From an optimization exercise on the open Yosys and OpenROAD flow, aimed at small area, a short achievable clock period and few clock cycles; shortcuts taken in it are not production practice.
Where RTL was checked, it was by simulation tests only, not by an equivalence proof against the original.

==> v36 <==
Design axis_cmult, start of the top module:
module axis_cmult
#(
  parameter int IN_WIDTH  = 16,
  parameter int OUT_WIDTH = 16,
  parameter int SHIFT     = 15,
  parameter int ROUND     = 1
) (
  input  logic                     aclk,
  input  logic                     areset,
  input  logic [2*IN_WIDTH-1:0]    s_axis_a_tdata,
  input  logic                     s_axis_a_tvalid,
  output logic                     s_axis_a_tready,
  input  logic                     s_axis_a_tlast,
  input  logic [2*IN_WIDTH-1:0]    s_axis_b_tdata,
  input  logic                     s_axis_b_tvalid,
  output logic                     s_axis_b_tready,
  input  logic                     conj_b,
  output logic [2*OUT_WIDTH-1:0]   m_axis_tdata,
  output logic                     m_axis_tvalid,
  input  logic                     m_axis_tready,
  output logic                     m_axis_tlast,
  output logic                     ovf_sticky,
  input  logic                     ovf_clr
);
  logic v1, v2, v3, go, take;
  assign go   = !v3 || m_axis_tready;
  assign take = s_axis_a_tvalid && s_axis_b_tvalid && go;
  assign s_axis_a_tready = !areset && s_axis_b_tvalid && go;
  assign s_axis_b_tready = !areset && s_axis_a_tvalid && go;
  always_ff @(posedge aclk or posedge areset) begin
    if (areset) begin
      v1 <= 1'b0;
      v2 <= 1'b0;
      v3 <= 1'b0;
    end else if (go) begin
      v1 <= take;
      v2 <= v1;
      v3 <= v2;
    end
  end
  logic [16:0] brx, bix;
  assign brx = {s_axis_b_tdata[15:0], 1'b0};
  assign bix = {s_axis_b_tdata[31:16], 1'b0};
  logic [15:0] ar, ai;
  logic [7:0] br_one, br_two, br_neg, bi_one, bi_two, bi_nre, bi_nim;
  logic l1, l2, l3;
  ...
export LEC_CHECK = 0
export CAP_MARGIN = 20
export CORE_MARGIN = 2
export CORE_UTILIZATION = 40
export SETUP_SLACK_MARGIN = 4.0
export SLEW_MARGIN = 20
export SYNTH_HIERARCHICAL = 1
create_clock -name core_clock -period 8.5 [get_ports {aclk}]
standard.sh (not shown) runs the stock make flow with config.mk's settings and CLKGATE_MAP_FILE= SYNTH_SCRIPT=/design/flow/synth_recipe.tcl, a recipe that flattens the netlist after the stock synthesis.
==> flow/flow/run.sh <==
#!/bin/bash
# Own layout flow: the standard ORFS flow (standard.sh, standard synthesis unchanged)
# with extra ORFS make variables appended to its make command line.
set -euo pipefail
EXTRA=$(cat flow/extra_vars.txt)
sed "s|\"\${@:-finish}\"|$EXTRA \"\${@:-finish}\"|" standard.sh > my_standard.sh
bash my_standard.sh > flow_make.log 2>&1
==> flow/flow/extra_vars.txt <==
BUFFER_PORTS_ARGS="-buffer_cell sky130_fd_sc_hd__buf_1"
==> v35 (differences from v36) <==
==> flow/run.sh (new file) <==
#!/bin/bash
# synth_recipe.tcl (not shown) runs the flow's synth.tcl, then flattens the netlist and writes it again
# the make line also repeats each setting of config.mk as NAME=value (left out here)
make -C /OpenROAD-flow-scripts/flow DESIGN_CONFIG=/design/flow/config.mk WORK_HOME=/design/flow/orfs CLKGATE_MAP_FILE= SYNTH_SCRIPT=/design/flow/synth_recipe.tcl finish
CORE_UTILIZATION = 65   (was 40)
SETUP_SLACK_MARGIN = 4.5   (was 4.0)
removed: flow/flow/run.sh
removed: flow/flow/extra_vars.txt
removed: flow/standard.sh
==> v17 (differences from v36) <==
--- a/flow/design.v
+++ b/flow/design.v
@@ -869,10 +869,11 @@
   logic re_c780;
   logic re_s781;
   logic re_c782;
   logic re_s783;
   logic re_c784;
+  logic [9:0] re_lo;
   logic im_p785;
   logic im_p786;
   logic im_p787;
   logic im_p788;
   logic im_p789;
@@ -1653,10 +1654,11 @@
   logic im_c1564;
   logic im_s1565;
   logic im_c1566;
   logic im_s1567;
   logic im_c1568;
+  logic [9:0] im_lo;
   assign re_p1 = (br_one[0] & ar[0]) ^ br_neg[0];
   assign re_p2 = ((br_one[0] & ar[1]) | (br_two[0] & ar[0])) ^ br_neg[0];
   assign re_p3 = ((br_one[0] & ar[2]) | (br_two[0] & ar[1])) ^ br_neg[0];
   assign re_p4 = ((br_one[0] & ar[3]) | (br_two[0] & ar[2])) ^ br_neg[0];
   assign re_p5 = ((br_one[0] & ar[4]) | (br_two[0] & ar[3])) ^ br_neg[0];
@@ -2181,10 +2183,11 @@
   cmult_fa u_re_s775 (.a(re_c650), .b(re_s713), .c(re_c712), .s(re_s775), .co(re_c776));
   cmult_fa u_re_s777 (.a(re_s657), .b(re_c714), .c(re_s715), .s(re_s777), .co(re_c778));
   cmult_fa u_re_s779 (.a(re_c658), .b(re_s717), .c(re_c716), .s(re_s779), .co(re_c780));
   cmult_fa u_re_s781 (.a(re_c660), .b(re_s719), .c(re_c718), .s(re_s781), .co(re_c782));
   cmult_fa u_re_s783 (.a(~re_p272), .b(re_s721), .c(re_c720), .s(re_s783), .co(re_c784));
+  assign re_lo = {1'b0, {re_c738, re_c736, re_c734, re_c732, re_c730, re_c728, re_c726, re_c724, re_s723}} + {1'b0, {re_s739, re_s737, re_s735, re_s733, re_s731, re_s729, re_s727, re_s725, re_s663}};
   assign im_p785 = (br_one[0] & ai[0]) ^ br_neg[0];
   assign im_p786 = ((br_one[0] & ai[1]) | (br_two[0] & ai[0])) ^ br_neg[0];
   assign im_p787 = ((br_one[0] & ai[2]) | (br_two[0] & ai[1])) ^ br_neg[0];
   assign im_p788 = ((br_one[0] & ai[3]) | (br_two[0] & ai[2])) ^ br_neg[0];
   assign im_p789 = ((br_one[0] & ai[4]) | (br_two[0] & ai[3])) ^ br_neg[0];
@@ -2709,28 +2712,12 @@
   cmult_fa u_im_s1559 (.a(im_c1434), .b(im_s1497), .c(im_c1496), .s(im_s1559), .co(im_c1560));
   cmult_fa u_im_s1561 (.a(im_s1441), .b(im_c1498), .c(im_s1499), .s(im_s1561), .co(im_c1562));
   cmult_fa u_im_s1563 (.a(im_c1442), .b(im_s1501), .c(im_c1500), .s(im_s1563), .co(im_c1564));
   cmult_fa u_im_s1565 (.a(im_c1444), .b(im_s1503), .c(im_c1502), .s(im_s1565), .co(im_c1566));
   cmult_fa u_im_s1567 (.a(~im_p1056), .b(im_s1505), .c(im_c1504), .s(im_s1567), .co(im_c1568));
-  logic re_q0_0;
-  logic re_q0_1;
-  logic re_q1_0;
-  logic re_q1_1;
-  logic re_q2_0;
-  logic re_q2_1;
-  logic re_q3_0;
-  logic re_q3_1;
-  logic re_q4_0;
-  logic re_q4_1;
-  logic re_q5_0;
-  logic re_q5_1;
-  logic re_q6_0;
-  logic re_q6_1;
-  logic re_q7_0;
-  logic re_q7_1;
-  logic re_q8_0;
-  logic re_q8_1;
+  assign im_lo = {1'b0, {im_c1522, im_c1520, im_c1518, im_c1516, im_c1514, im_c1512, im_c1510, im_c1508, im_s1507}} + {1'b0, {im_s1523, im_s1521, im_s1519, im_s1517, im_s1515, im_s1513, im_s1511, im_s1509, im_s1447}};
+  logic re_cin;
   logic re_q9_0;
   logic re_q9_1;
   logic re_q10_0;
   logic re_q10_1;
   logic re_q11_0;
@@ -2773,28 +2760,11 @@
   logic re_q29_1;
   logic re_q30_0;
   logic re_q30_1;
   logic re_q31_0;
   logic re_q31_1;
-  logic im_q0_0;
-  logic im_q0_1;
-  logic im_q1_0;
-  logic im_q1_1;
-  logic im_q2_0;
-  logic im_q2_1;
-  logic im_q3_0;
-  logic im_q3_1;
-  logic im_q4_0;
-  logic im_q4_1;
-  logic im_q5_0;
-  logic im_q5_1;
-  logic im_q6_0;
-  logic im_q6_1;
-  logic im_q7_0;
-  logic im_q7_1;
-  logic im_q8_0;
-  logic im_q8_1;
+  logic im_cin;
   logic im_q9_0;
   logic im_q9_1;
   logic im_q10_0;
   logic im_q10_1;
   logic im_q11_0;
@@ -2840,28 +2810,11 @@
   logic im_q31_0;
   logic im_q31_1;
   always_ff @(posedge aclk) begin
     if (go) begin
       l2 <= l1;
-      re_q0_0 <= re_s723;
-      re_q0_1 <= re_s663;
-      re_q1_0 <= re_c724;
-      re_q1_1 <= re_s725;
-      re_q2_0 <= re_c726;
-      re_q2_1 <= re_s727;
-      re_q3_0 <= re_c728;
-      re_q3_1 <= re_s729;
-      re_q4_0 <= re_c730;
-      re_q4_1 <= re_s731;
-      re_q5_0 <= re_c732;
-      re_q5_1 <= re_s733;
-      re_q6_0 <= re_c734;
-      re_q6_1 <= re_s735;
-      re_q7_0 <= re_c736;
-      re_q7_1 <= re_s737;
-      re_q8_0 <= re_c738;
-      re_q8_1 <= re_s739;
+      re_cin <= re_lo[9];
       re_q9_0 <= re_c740;
       re_q9_1 <= re_s741;
       re_q10_0 <= re_c742;
       re_q10_1 <= re_s743;
       re_q11_0 <= re_c744;
@@ -2904,28 +2857,11 @@
       re_q29_1 <= re_s781;
       re_q30_0 <= re_c782;
       re_q30_1 <= re_s783;
       re_q31_0 <= re_c784;
       re_q31_1 <= re_c722;
-      im_q0_0 <= im_s1507;
-      im_q0_1 <= im_s1447;
-      im_q1_0 <= im_c1508;
-      im_q1_1 <= im_s1509;
-      im_q2_0 <= im_c1510;
-      im_q2_1 <= im_s1511;
-      im_q3_0 <= im_c1512;
-      im_q3_1 <= im_s1513;
-      im_q4_0 <= im_c1514;
-      im_q4_1 <= im_s1515;
-      im_q5_0 <= im_c1516;
-      im_q5_1 <= im_s1517;
-      im_q6_0 <= im_c1518;
-      im_q6_1 <= im_s1519;
-      im_q7_0 <= im_c1520;
-      im_q7_1 <= im_s1521;
-      im_q8_0 <= im_c1522;
-      im_q8_1 <= im_s1523;
+      im_cin <= im_lo[9];
       im_q9_0 <= im_c1524;
       im_q9_1 <= im_s1525;
       im_q10_0 <= im_c1526;
       im_q10_1 <= im_s1527;
       im_q11_0 <= im_c1528;
@@ -2970,30 +2906,16 @@
       im_q30_1 <= im_s1567;
       im_q31_0 <= im_c1568;
       im_q31_1 <= im_c1506;
     end
   end
-  logic [32:0] re_x, re_y;
-  logic [32:0] im_x, im_y;
-  assign re_x[0] = re_q0_0;
-  assign re_y[0] = re_q0_1;
-  assign re_x[1] = re_q1_0;
-  assign re_y[1] = re_q1_1;
-  assign re_x[2] = re_q2_0;
-  assign re_y[2] = re_q2_1;
-  assign re_x[3] = re_q3_0;
-  assign re_y[3] = re_q3_1;
-  assign re_x[4] = re_q4_0;
-  assign re_y[4] = re_q4_1;
-  assign re_x[5] = re_q5_0;
-  assign re_y[5] = re_q5_1;
-  assign re_x[6] = re_q6_0;
-  assign re_y[6] = re_q6_1;
-  assign re_x[7] = re_q7_0;
-  assign re_y[7] = re_q7_1;
-  assign re_x[8] = re_q8_0;
-  assign re_y[8] = re_q8_1;
+  logic [32:9] re_x, re_y;
+  logic [23:0] re_sum;
+  logic [17:0] re_top;
+  logic [32:9] im_x, im_y;
+  logic [23:0] im_sum;
+  logic [17:0] im_top;
   assign re_x[9] = re_q9_0;
   assign re_y[9] = re_q9_1;
   assign re_x[10] = re_q10_0;
   assign re_y[10] = re_q10_1;
   assign re_x[11] = re_q11_0;
@@ -3038,28 +2960,12 @@
   assign re_y[30] = re_q30_1;
   assign re_x[31] = re_q31_0;
   assign re_y[31] = re_q31_1;
   assign re_x[32] = 1'b1;
   assign re_y[32] = 1'b0;
-  assign im_x[0] = im_q0_0;
-  assign im_y[0] = im_q0_1;
-  assign im_x[1] = im_q1_0;
-  assign im_y[1] = im_q1_1;
-  assign im_x[2] = im_q2_0;
-  assign im_y[2] = im_q2_1;
-  assign im_x[3] = im_q3_0;
-  assign im_y[3] = im_q3_1;
-  assign im_x[4] = im_q4_0;
-  assign im_y[4] = im_q4_1;
-  assign im_x[5] = im_q5_0;
-  assign im_y[5] = im_q5_1;
-  assign im_x[6] = im_q6_0;
-  assign im_y[6] = im_q6_1;
-  assign im_x[7] = im_q7_0;
-  assign im_y[7] = im_q7_1;
-  assign im_x[8] = im_q8_0;
-  assign im_y[8] = im_q8_1;
+  assign re_sum = re_x + re_y + re_cin;
+  assign re_top = re_sum[23:6];
   assign im_x[9] = im_q9_0;
   assign im_y[9] = im_q9_1;
   assign im_x[10] = im_q10_0;
   assign im_y[10] = im_q10_1;
   assign im_x[11] = im_q11_0;
@@ -3104,17 +3010,16 @@
   assign im_y[30] = im_q30_1;
   assign im_x[31] = im_q31_0;
   assign im_y[31] = im_q31_1;
   assign im_x[32] = 1'b1;
   assign im_y[32] = 1'b0;
-  logic [32:0] re_sum, im_sum;
-  assign re_sum = re_x + re_y;
-  assign im_sum = im_x + im_y;
+  assign im_sum = im_x + im_y + im_cin;
+  assign im_top = im_sum[23:6];
   logic [15:0] re_q, im_q;
   logic ovf_re, ovf_im;
-  cmult_round_sat u_rs_re (.top(re_sum[32:15]), .dout(re_q), .ovf(ovf_re));
-  cmult_round_sat u_rs_im (.top(im_sum[32:15]), .dout(im_q), .ovf(ovf_im));
+  cmult_round_sat u_rs_re (.top(re_top), .dout(re_q), .ovf(ovf_re));
+  cmult_round_sat u_rs_im (.top(im_top), .dout(im_q), .ovf(ovf_im));
   logic [31:0] d3;
   logic ovf_q;
   always_ff @(posedge aclk) begin
     if (go) begin
       d3 <= {im_q, re_q};
==> flow/run.sh (new file) <==
#!/bin/bash
# synth_recipe.tcl (not shown) runs the flow's synth.tcl, then flattens the netlist and writes it again
# the make line also repeats each setting of config.mk as NAME=value (left out here)
make -C /OpenROAD-flow-scripts/flow DESIGN_CONFIG=/design/flow/config.mk WORK_HOME=/design/flow/orfs CLKGATE_MAP_FILE= SYNTH_SCRIPT=/design/flow/synth_recipe.tcl finish
removed: flow/flow/run.sh
removed: flow/flow/extra_vars.txt
removed: flow/standard.sh
==> impl_metrics.env <==
export IMPL_status="no timing/DRC/antenna violations"
export IMPL_fin_util=0.798
export IMPL_cp_data_required_time_ns=8.86
export IMPL_fin_area_um2=37200
export IMPL_finalNonFillerCells=3399
export IMPL_m1WireLength_um=36700
export IMPL_grt_setup_unrepaired="true"
export IMPL_antenna_found_initial=4
export IMPL_cp_slowest_cell="fa_2"
export IMPL_start_util=0.661
export IMPL_ys_ff_latch=255
export IMPL_wl_met2_um=45700
export IMPL_diodes=3
export IMPL_fin_crit_ns=4.34
export IMPL_track_usage=0.426
export IMPL_vias=25500
export IMPL_cts_max_level=1
export IMPL_n_all_buffers=362
(the above is from v35)
==> impl_metrics.env <==
export IMPL_n_all_buffers=215
export IMPL_start_util=0.405
export IMPL_vias=22600
export IMPL_cp_slowest_cell="fa_1"
export IMPL_cts_max_level=2
export IMPL_diodes=0
export IMPL_antenna_found_initial=0
export IMPL_status="no timing/DRC/antenna violations"
export IMPL_fin_util=0.440
export IMPL_wl_met2_um=43400
export IMPL_finalNonFillerCells=3684
export IMPL_track_usage=0.244
export IMPL_m1WireLength_um=38200
(the above is from v36)
==> impl_metrics.env <==
export IMPL_finalNonFillerCells=3506
export IMPL_fin_util=0.446
export IMPL_n_all_buffers=208
export IMPL_grt_setup_unrepaired="true"
export IMPL_m1WireLength_um=36600
export IMPL_track_usage=0.250
export IMPL_status="no timing/DRC/antenna violations"
export IMPL_start_util=0.404
export IMPL_wl_met2_um=43200
export IMPL_cp_num_buf_inv=1
export IMPL_fin_crit_ns=4.44
export IMPL_cts_max_level=1
export IMPL_ys_ff_latch=221
export IMPL_cp_data_required_time_ns=8.82
export IMPL_cp_slowest_cell="fa_1"
export IMPL_vias=21700
export IMPL_fin_area_um2=32400
(the above is from v17)
Testbench counts of v36, summed over its fixed seeds: cycles 24,024.
Testbench counts of v35, summed over its fixed seeds: cycles 24,024.
Function not checked in v17: the RTL went through the layout flow alone.

[separate check: timing with driven ports]
How much do the figures lean on ideal ports? The routed layouts below were timed once more, with nothing changed but the port constraints.
Step 1 assumes that a clkbuf_16 drives the clock port and a buf_2 every other input.
Step 2 also shifts input and output timing later by t, the mid clock arrival at the registers, as if the neighbouring blocks saw the same clock.
a / b / c = no drivers / after step 1 / after step 2; a / b = the first two.
run | t, ns | setup WS [ns] | hold WS [ns] | worst setup path after step 2 | worst slew at a driven data input, ns
v36 | 0.624 | 4.113 / 4.113 / 4.113 | 0.417 / 0.417 / 0.417 | register to register | 0.06
v35 | 0.654 | 4.162 / 4.162 / 4.162 | 0.418 / 0.418 / 0.418 | register to register | 0.06
v17 | 0.654 | 4.055 / 4.055 / 4.055 | 0.417 / 0.417 / 0.417 | register to register | 0.05
After both steps every run listed still meets setup and hold.
